This is an optimization exercise on Yosys and OpenROAD, whose aim is small area and a short achievable clock period, not a production implementation.
The RTL was checked by simulation tests, not by an equivalence proof against the original design.
Power figures rest on the tool's default switching activity, not on a simulated workload.

==> fjord: inputs <==
==> flow/design.v <==
`timescale 1ns/1ps
`default_nettype none
module lane_predecode (
    input  logic [32-1:0] insn,
    output logic             jal,
    output logic             jalr,
    output logic             cond_branch
);
    assign jal         = insn[6:0] == 7'b1101111;
    assign jalr        = insn[6:0] == 7'b1100111;
    assign cond_branch = (insn[6:0] == 7'b1100011) & (insn[14:13] != 2'b01);
endmodule
`default_nettype wire
`timescale 1ns/1ps
`default_nettype none
module sk_add #(
    parameter int W = 32
) (
    input  logic [W-1:0] a,
    input  logic [W-1:0] b,
    output logic [W-1:0] y
);
    localparam int L = $clog2(W);
    logic [W-1:0] p [0:L];
    logic [W-1:0] g [0:L];
    assign p[0] = a ^ b;
    assign g[0] = a & b;
    for (genvar l = 0; l < L; l++) begin : g_lvl
        for (genvar i = 0; i < W; i++) begin : g_bit
            if (((i >> l) & 1) == 1) begin : g_op
                localparam int J = ((i >> l) << l) - 1;
                assign g[l+1][i] = g[l][i] | (p[l][i] & g[l][J]);
                assign p[l+1][i] = p[l][i] & p[l][J];
            end else begin : g_pass
                assign g[l+1][i] = g[l][i];
                assign p[l+1][i] = p[l][i];
            end
        end
    end
    assign y = p[0] ^ {g[L][W-2:0], 1'b0};
endmodule
module sk_inc #(
    parameter int W = 32
) (
    input  logic [W-1:0] a,
    input  logic         ci,
    output logic [W-1:0] y
);
    localparam int L = $clog2(W);
    logic [W-1:0] c [0:L];
    assign c[0] = a;
    for (genvar l = 0; l < L; l++) begin : g_lvl
        for (genvar i = 0; i < W; i++) begin : g_bit
            if (((i >> l) & 1) == 1) begin : g_op
                localparam int J = ((i >> l) << l) - 1;
                assign c[l+1][i] = c[l][i] & c[l][J];
            end else begin : g_pass
                assign c[l+1][i] = c[l][i];
            end
        end
    end
    assign y = a ^ ({c[L][W-2:0], 1'b1} & {W{ci}});
endmodule
`default_nettype wire
`timescale 1ns/1ps
`default_nettype none
module insn_fetch (
    input  logic                          clock,
    input  logic                          reset,
    input  logic [2*64-1:0]      data_read,       
    input  logic [1:0]                    return_valid,
    input  logic [2:0]                    insn_taken,      
    input  logic                          resolve_valid,   
    input  logic [32-1:0]              resolve_target,
    output logic [4-1:0]       lane_valid,
    output logic [4*32-1:0] lane_insn,       
    output logic [4*32-1:0] lane_pc,
    output logic [4*32-1:0] lane_npc,
    output logic [4*32-1:0] lane_pred_pc,
    output logic [4-1:0]       lane_jal,
    output logic [4-1:0]       lane_jalr,
    output logic [4-1:0]       lane_branch,
    output logic [4*32-1:0] lane_target,
    output logic [32-1:0]              read_addr,
    output logic                          read_valid
);
    logic [32-1:1] pc_q;
    logic [32-1:0] pc;
    logic [32-1:0] npc;
    logic             stall;
    logic [1:0]       rv_q;           
    logic [3:0][31:0] word;
    assign pc = {pc_q, 1'b0};
    logic [32-1:4] pc_hi;
    logic [32-1:4] pc_hi_inc;
    logic [3:0][31:0] lpc;            
    logic [3:0][31:0] lnpc;           
    assign pc_hi     = pc[32-1:4];
    sk_inc #(.W(32-4)) pc_hi_inc_i (.a(pc_hi), .ci(1'b1), .y(pc_hi_inc));
    logic [2:0] c_m;                  
    assign c_m[0] = pc[3] & pc[2];
    assign c_m[1] = pc[3];
    assign c_m[2] = pc[3] | pc[2];
    assign lpc[0]  = pc;
    assign lpc[1]  = {c_m[0] ? pc_hi_inc : pc_hi, pc[3] ^ pc[2], ~pc[2], pc[1:0]};
    assign lpc[2]  = {c_m[1] ? pc_hi_inc : pc_hi, ~pc[3], pc[2], pc[1:0]};
    assign lpc[3]  = {c_m[2] ? pc_hi_inc : pc_hi, ~(pc[3] ^ pc[2]), ~pc[2], pc[1:0]};
    assign lnpc[0] = lpc[1];
    assign lnpc[1] = lpc[2];
    assign lnpc[2] = lpc[3];
    assign lnpc[3] = {pc_hi_inc, pc[3:0]};
    logic [3:0] jal, jalr, br, ctrl, nz;
    for (genvar k = 0; k < 4; k++) begin : g_lane
        lane_predecode lane_predecode_i (
            .insn        (word[k]),
            .jal         (jal[k]),
            .jalr        (jalr[k]),
            .cond_branch (br[k])
        );
        assign ctrl[k] = jal[k] | jalr[k] | br[k];
        assign nz[k]   = |word[k];
    end
    logic [21:1] immj_q;
    logic [31:0] tgt;
    logic [31:1] tgt_hi;
    sk_add #(.W(31)) tgt_add_i (
        .a ({pc[31:3], 1'b0, pc[1]}),
        .b ({{10{immj_q[21]}}, immj_q}),
        .y (tgt_hi)
    );
    assign tgt = {tgt_hi, 1'b0};
    for (genvar k = 0; k < 4; k++) begin : g_out
        assign lane_insn[32*k +: 32]    = word[k];
        assign lane_pc[32*k +: 32]      = lpc[k];
        assign lane_npc[32*k +: 32]     = lnpc[k];
        assign lane_target[32*k +: 32]  = tgt;
        assign lane_pred_pc[32*k +: 32] = ({32{jal[k]}} & tgt) | ({32{br[k]}} & lnpc[k]);
    end
    assign lane_jal    = jal;
    assign lane_jalr   = jalr;
    assign lane_branch = br;
    logic       go;
    logic [3:0] valid;
    assign go       = ~stall & ~resolve_valid;
    assign valid[0] = go & rv_q[0] & nz[0];
    assign valid[1] = valid[0] & ~ctrl[0] & nz[1] & (~pc[2] | rv_q[1]);
    assign valid[2] = valid[1] & ~ctrl[1] & nz[2] & rv_q[1];
    assign valid[3] = valid[2] & ~ctrl[2] & nz[3] & ~pc[2];
    assign lane_valid = valid;
    logic [3:0] last;                 
    assign last[0] = insn_taken == 3'd1;
    assign last[1] = insn_taken == 3'd2;
    assign last[2] = insn_taken == 3'd3;
    assign last[3] = insn_taken == 3'd4;
    logic hold_set;
    assign hold_set  = |(last & (jalr | br));
    logic [4:0]      itk;             
    logic [4:0]      k_t;             
    logic [4:0]      k_i;             
    logic [4:0][1:0] k_lo;            
    logic            sel_r, sel_t, sel_i, sel_p;
    logic [1:0]      seq_lo;
    for (genvar k = 0; k < 5; k++) begin : g_itk
        assign itk[k] = insn_taken == 3'(k);
    end
    assign k_t = {jal, 1'b0};
    assign k_i = {1'b1, c_m, 1'b0} & ~k_t;
    assign k_lo[0] = pc[3:2];
    assign k_lo[1] = {pc[3] ^ pc[2], ~pc[2]};
    assign k_lo[2] = {~pc[3], pc[2]};
    assign k_lo[3] = {~(pc[3] ^ pc[2]), ~pc[2]};
    assign k_lo[4] = pc[3:2];
    assign sel_r = resolve_valid;
    assign sel_t = ~resolve_valid & |(itk & k_t);
    assign sel_i = ~resolve_valid & |(itk & k_i);
    assign sel_p = ~resolve_valid & ~|(itk & (k_t | k_i));
    always_comb begin
        seq_lo = '0;
        for (int k = 0; k < 5; k++) seq_lo |= {2{itk[k]}} & k_lo[k];
    end
    assign npc[31:4] = ({28{sel_r}} & resolve_target[31:4]) | ({28{sel_t}} & tgt[31:4]) |
                       ({28{sel_i}} & pc_hi_inc) | ({28{sel_p}} & pc_hi);
    assign npc[3:2]  = ({2{sel_r}} & resolve_target[3:2]) | ({2{sel_t}} & tgt[3:2]) |
                       ({2{~sel_r & ~sel_t}} & seq_lo);
    assign npc[1:0]  = ({2{sel_r}} & resolve_target[1:0]) | ({2{sel_t}} & tgt[1:0]) |
                       ({2{~sel_r & ~sel_t}} & pc[1:0]);
    assign read_addr  = {npc[32-1:3], 3'b000};
    assign read_valid = ~stall;
    logic [3:0][31:0] raw;
    logic [3:0]       raw_ctrl;
    logic [3:1]       jsel;
    logic [31:0]      jword;
    logic [1:0]       jidx;
    logic [31:0]      jimm;
    logic [31:0]      imm0;
    logic [21:1]      immj1;
    logic [21:1]      immj_d;
    assign raw = data_read;
    for (genvar j = 0; j < 4; j++) begin : g_raw
        logic r_jal, r_jalr, r_br;
        lane_predecode raw_predecode_i (
            .insn        (raw[j]),
            .jal         (r_jal),
            .jalr        (r_jalr),
            .cond_branch (r_br)
        );
        assign raw_ctrl[j] = r_jal | r_jalr | r_br;
    end
    assign jsel[1] = raw_ctrl[1];
    assign jsel[2] = raw_ctrl[2] & ~raw_ctrl[1];
    assign jsel[3] = raw_ctrl[3] & ~raw_ctrl[2] & ~raw_ctrl[1];
    always_comb begin
        jword = '0;
        for (int j = 1; j < 4; j++) jword |= {32{jsel[j]}} & raw[j];
    end
    assign jidx = {jsel[3] | jsel[2], jsel[3] | jsel[1]};
    assign jimm = jword[3] ? {{12{jword[31]}}, jword[19:12], jword[20], jword[30:21], 1'b0}
                           : {{20{jword[31]}}, jword[7], jword[30:25], jword[11:8], 1'b0};
    assign imm0 = raw[0][3] ? {{12{raw[0][31]}}, raw[0][19:12], raw[0][20], raw[0][30:21], 1'b0}
                            : {{20{raw[0][31]}}, raw[0][7], raw[0][30:25], raw[0][11:8], 1'b0};
    logic [4:2] jlo;
    logic [21:4] jhi;
    assign jlo = {1'b0, jimm[3:2]} + {1'b0, jidx};
    sk_inc #(.W(18)) jhi_inc_i (.a(jimm[21:4]), .ci(jlo[4]), .y(jhi));
    assign immj1 = {jhi, jlo[3:2], jimm[1]};
    assign immj_d = (raw_ctrl[0] & ~npc[2]) ? imm0[21:1] : immj1;
    always_ff @(posedge clock) begin
        immj_q <= immj_d;
    end
    always_ff @(posedge clock) begin
        if (reset) begin
            pc_q  <= '0;
            stall <= 1'b0;
            rv_q  <= '0;
        end else begin
            pc_q  <= npc[32-1:1];
            stall <= resolve_valid ? 1'b0 : (stall | hold_set);
            rv_q  <= return_valid;
        end
    end
    always_ff @(posedge clock) begin
        word[0] <= npc[2] ? data_read[63:32]  : data_read[31:0];
        word[1] <= npc[2] ? data_read[95:64]  : data_read[63:32];
        word[2] <= npc[2] ? data_read[127:96] : data_read[95:64];
        word[3] <= data_read[127:96];
    end
endmodule
`default_nettype wire
==> flow/flow/run.sh <==
#!/bin/bash
# Standard ORFS layout, with plain buf_1 cells as the port buffers and a clock
# tree of clkbuf_8 cells. Each ORFS step writes its own log under orfs/logs/;
# make's output goes to make.log.
set -euo pipefail
cat >> config.mk <<'EOC'
export BUFFER_PORTS_ARGS = -buffer_cell sky130_fd_sc_hd__buf_1
export CTS_ARGS = -sink_clustering_enable -repair_clock_nets -sink_clustering_size 24 -sink_clustering_max_diameter 80 -buf_list sky130_fd_sc_hd__clkbuf_8 -dont_use_dummy_load
EOC
bash standard.sh > make.log 2>&1
==> flow/standard.sh <==
#!/bin/bash
# synth_recipe.tcl (not shown) runs the flow's synth.tcl, then flattens the netlist and writes it again
# the make line also repeats each setting of config.mk as NAME=value (left out here)
make -C /OpenROAD-flow-scripts/flow DESIGN_CONFIG=/design/flow/config.mk WORK_HOME=/design/flow/orfs CLKGATE_MAP_FILE= SYNTH_SCRIPT=/design/flow/synth_recipe.tcl "${@:-finish}"
==> flow/config.mk <==
export PLATFORM = sky130hd
export DESIGN_NAME = insn_fetch
export DESIGN_NICKNAME = insn_fetch
export VERILOG_FILES = /design/flow/design.v
export SDC_FILE = /design/flow/constraint.sdc
export NUM_CORES = 4
export LEC_CHECK = 0
export ABC_AREA = 1
export CAP_MARGIN = 5
export CORE_AREA = 3 3 497 81
export DIE_AREA = 0 0 500 84
export PLACE_DENSITY = 0.6
export SETUP_SLACK_MARGIN = 2.9
export SLEW_MARGIN = 5
export BUFFER_PORTS_ARGS = -buffer_cell sky130_fd_sc_hd__buf_1
export CTS_ARGS = -sink_clustering_enable -repair_clock_nets -sink_clustering_size 24 -sink_clustering_max_diameter 80 -buf_list sky130_fd_sc_hd__clkbuf_8 -dont_use_dummy_load
==> flow/constraint.sdc <==
create_clock -name core_clock -period 8.0 [get_ports {clock}]
set_input_delay 1.6000 -clock core_clock [delete_from_list [all_inputs] [get_ports {clock}]]
set_output_delay 1.6000 -clock core_clock [all_outputs]
set_load 0.01 [all_outputs]
==> sierra (differences from fjord) <==
--- a/flow/flow/run.sh
+++ b/flow/flow/run.sh
@@ -8,2 +8,3 @@
 export CTS_ARGS = -sink_clustering_enable -repair_clock_nets -sink_clustering_size 24 -sink_clustering_max_diameter 80 -buf_list sky130_fd_sc_hd__clkbuf_8 -dont_use_dummy_load
+export RECOVER_POWER = 100
 EOC
--- a/flow/config.mk
+++ b/flow/config.mk
@@ -8,3 +8,3 @@
 export ABC_AREA = 1
-export CAP_MARGIN = 5
+export CAP_MARGIN = 20
 export CORE_AREA = 3 3 497 81
@@ -13,4 +13,5 @@
 export SETUP_SLACK_MARGIN = 2.9
-export SLEW_MARGIN = 5
+export SLEW_MARGIN = 20
 export BUFFER_PORTS_ARGS = -buffer_cell sky130_fd_sc_hd__buf_1
 export CTS_ARGS = -sink_clustering_enable -repair_clock_nets -sink_clustering_size 24 -sink_clustering_max_diameter 80 -buf_list sky130_fd_sc_hd__clkbuf_8 -dont_use_dummy_load
+export RECOVER_POWER = 100
==> results.txt <==
quantity	fjord	sierra
GR Layer Usage met1	51.4%	50.9%
Final period utilization	62.9%	80.8%
Data arrival time at the worst-slack endpoint	3.43 ns	4.86 ns
Result of the run	no timing/DRC/antenna violations	failed layout checks
Violated checks	-	max-capacitance violations, max-slew violations
Total via count in the routed design	18,000	18,100
Buffers & Inverters on Critical Path	3	4
Worst Clk Skew	0.0535 ns	0.0435 ns
Slew Limit Fails	0	284
Clock Power Share	22.1%	22.0%
Slew @ Worst Pin	1.24 ns	2.25 ns
Worst setup slack for register-to-register paths	3.85 ns	2.43 ns
Highest net fanout along the worst path	9	32
Largest vdd supply drop	0.122 mV	0.125 mV
Total routing resource utilization after global routing	35.4%	35.2%

## afterwards: timing with drivers on the ports
No port has a modelled driver above. Below, the same layouts with a new extraction and two added sets of constraints. Step 1: set_driving_cell puts a clkbuf_16 on clock and a buf_2 on each other input, an assumption about the parent block. Step 2 moves the port delays by t, midway between the first and last clock arrival at a register: inputs arrive t later, outputs are due t later. That takes back most of the time a late clock gives input paths. Three values: ideal ports, drivers, drivers and shift; two values: the first two.
run | shift t [ns] | slack for setup (ns) | latest minus earliest clock arrival (ns)
fjord | 0.600 | 2.969 / 2.894 / 2.444 | 0.054 / 0.054
sierra | 0.587 | 1.539 / 1.462 / 1.839 | 0.044 / 0.044
For fjord, which loses most, drivers alone change the setup slack by -0.075 ns; drivers and shift together by -0.525 ns.
